Context: an optimization exercise on an open-source flow, tuned for a short achievable clock period and few clock cycles. The choices shown serve that exercise and are no tape-out recipe.
In this exercise RTL edits were held to simulation tests only and were not proved equivalent to the original.
Power figures rest on the tool's default switching activity, not on a simulated workload.

11-21:
## mipsCore
module mipsCore (
    input  logic                                clk,
    input  logic                                rst_n,
    input  logic [31:0]                         instr,
    input  logic [mipsPkg::DataWidth-1:0]       memRdata,
    output logic [mipsPkg::DataWidth-1:0]       instrAddr,
    output logic [mipsPkg::MemAddrWidth-1:0]    memAddr,
    output logic [mipsPkg::DataWidth-1:0]       memWdata,
    output logic                                memCen,
    output logic                                memWen,
    output logic                                memOen
);
Size: roughly 7600 cells after synthesis, about 71000 um2 of cells after synthesis.
==> module idxDecode, before the edit <==
module idxDecode (
    input  logic [RegAddrWidth-1:0] idx,
    output logic [NumRegs-1:1]      sel
);
    for (genvar i = 1; i < NumRegs; i++) begin : gSel
        assign sel[i] = (idx == RegAddrWidth'(i));
    end
endmodule
==> module wordSelect, before the edit <==
module wordSelect (
    input  logic [NumRegs-1:1][DataWidth-1:0] regs,
    input  logic [NumRegs-1:1]                sel,
    output logic [DataWidth-1:0]              data
);
    always_comb begin
        data = '0;
        for (int i = 1; i < NumRegs; i++) begin
            data = data | (regs[i] & {DataWidth{sel[i]}});
        end
    end
endmodule
==> module regRead, before the edit <==
module regRead (
    input  logic [NumRegs-1:1][DataWidth-1:0] regs,
    input  logic [RegAddrWidth-1:0]           idx,
    output logic [DataWidth-1:0]              data
);
    logic [NumRegs-1:1] sel;
    idxDecode uDecode (
        .idx (idx),
        .sel (sel)
    );
    wordSelect uSelect (
        .regs (regs),
        .sel  (sel),
        .data (data)
    );
endmodule
export LEC_CHECK = 0
export ABC_CLOCK_PERIOD_IN_PS = 3000
export CAP_MARGIN = 20
export CORE_MARGIN = 2
export CORE_UTILIZATION = 35
export PLACE_DENSITY = 0.45
export SETUP_SLACK_MARGIN = 5
export SLEW_MARGIN = 20
export SYNTH_HIERARCHICAL = 1
export SYNTH_MINIMUM_KEEP_SIZE = 0
create_clock -name core_clock -period 12.0 [get_ports {clk}]
standard.sh (not shown) runs the stock make flow with config.mk's settings and CLKGATE_MAP_FILE= SYNTH_SCRIPT=/design/flow/synth_recipe.tcl, a recipe that flattens the netlist after the stock synthesis.
==> flow/flow/run.sh <==
#!/bin/bash
set -euo pipefail
cd "$(dirname "$0")/.."
MARGIN=$(cat flow/margin.txt)
sed -e "s|\"\${@:-finish}\"|SETUP_SLACK_MARGIN=${MARGIN} \"\${@:-finish}\"|" standard.sh > flow_margin.sh
grep -q "SETUP_SLACK_MARGIN=${MARGIN} " flow_margin.sh
bash flow_margin.sh finish > flow_make.log 2>&1
==> flow/flow/margin.txt <==
7.2
No stage failed in 11-21, and the final checks on the layout all came back clean.
Testbench counts of 11-21, summed over its fixed seeds: cycles 37,966.
Inputs modified between 11-21 and 10-05:
diff --git a/flow/design.v b/flow/design.v
--- a/flow/design.v
+++ b/flow/design.v
@@ -104,41 +104,14 @@
 endmodule
 `timescale 1ns/1ns
 import mipsPkg::*;
-module idxDecode (
-    input  logic [RegAddrWidth-1:0] idx,
-    output logic [NumRegs-1:1]      sel
-);
-    for (genvar i = 1; i < NumRegs; i++) begin : gSel
-        assign sel[i] = (idx == RegAddrWidth'(i));
-    end
-endmodule
-module wordSelect (
-    input  logic [NumRegs-1:1][DataWidth-1:0] regs,
-    input  logic [NumRegs-1:1]                sel,
-    output logic [DataWidth-1:0]              data
-);
-    always_comb begin
-        data = '0;
-        for (int i = 1; i < NumRegs; i++) begin
-            data = data | (regs[i] & {DataWidth{sel[i]}});
-        end
-    end
-endmodule
 module regRead (
     input  logic [NumRegs-1:1][DataWidth-1:0] regs,
     input  logic [RegAddrWidth-1:0]           idx,
     output logic [DataWidth-1:0]              data
 );
-    logic [NumRegs-1:1] sel;
-    idxDecode uDecode (
-        .idx (idx),
-        .sel (sel)
-    );
-    wordSelect uSelect (
-        .regs (regs),
-        .sel  (sel),
-        .data (data)
-    );
+    logic [NumRegs-1:0][DataWidth-1:0] all;
+    assign all  = {regs, {DataWidth{1'b0}}};
+    assign data = all[idx];
 endmodule
 module regFile (
     input  logic                          clk,
Compare 11-21 and 10-05 | largest fanout of any net on the critical path lower: 11-21
Diff 11-21 and 10-05: buffer count excluding the clock tree in the final layout higher in 11-21
Row count on 10-05 is up relative to 11-21.
In the flow results for 11-21 and 10-05, the combinational fraction of design power is smaller on 11-21.
Average wire length per cell after detail routing is lower on 10-05
Sort 11-21 and 10-05 by minimum hold slack, descending, and 11-21 comes first.
10-05 against 11-21: clock insertion delay at the later pin of the skew report roughly the same; area after synthesis higher; total chip power higher.
11-21 → 10-05: final area has increased; wire length of the first global-routing pass dropped 38 mm; remaining routing DRC violations held steady.
The lower clock-buffer cell count came out of 11-21.
Diff 10-05..11-21 | final hold violation count | unchanged
Testbench counts of 10-05, summed over its fixed seeds: cycles 37,966.

==> static timing again, ports no longer ideal <==
In the flow no input, the clock included, has a driving cell. The finished layouts below were timed again as built, in two steps. Step 1, drivers: a clkbuf_16 drives clk and a buf_2 each remaining input, both assumed. Step 2 times the ports against the registers' clock, not the clock port: input delays grow and output delays shrink by t, the midpoint of the rising clock arrivals with the driver on. a / b / c = no drivers / after step 1 / after step 2; a / b = the first two.
| run | t (ns) | setup WS [ns] | worst data-port slew with drivers (ns) |
|---|---|---|---|
| 11-21 | 0.905 | 6.657 / 6.545 / 5.641 | 0.32 |
| 10-05 | 0.899 | 6.744 / 6.576 / 5.677 | 0.45 |
After both steps every run listed still meets setup and hold. The setup slack of 10-05, which loses most, moves by -0.168 ns with the drivers and by -1.067 ns with both steps.
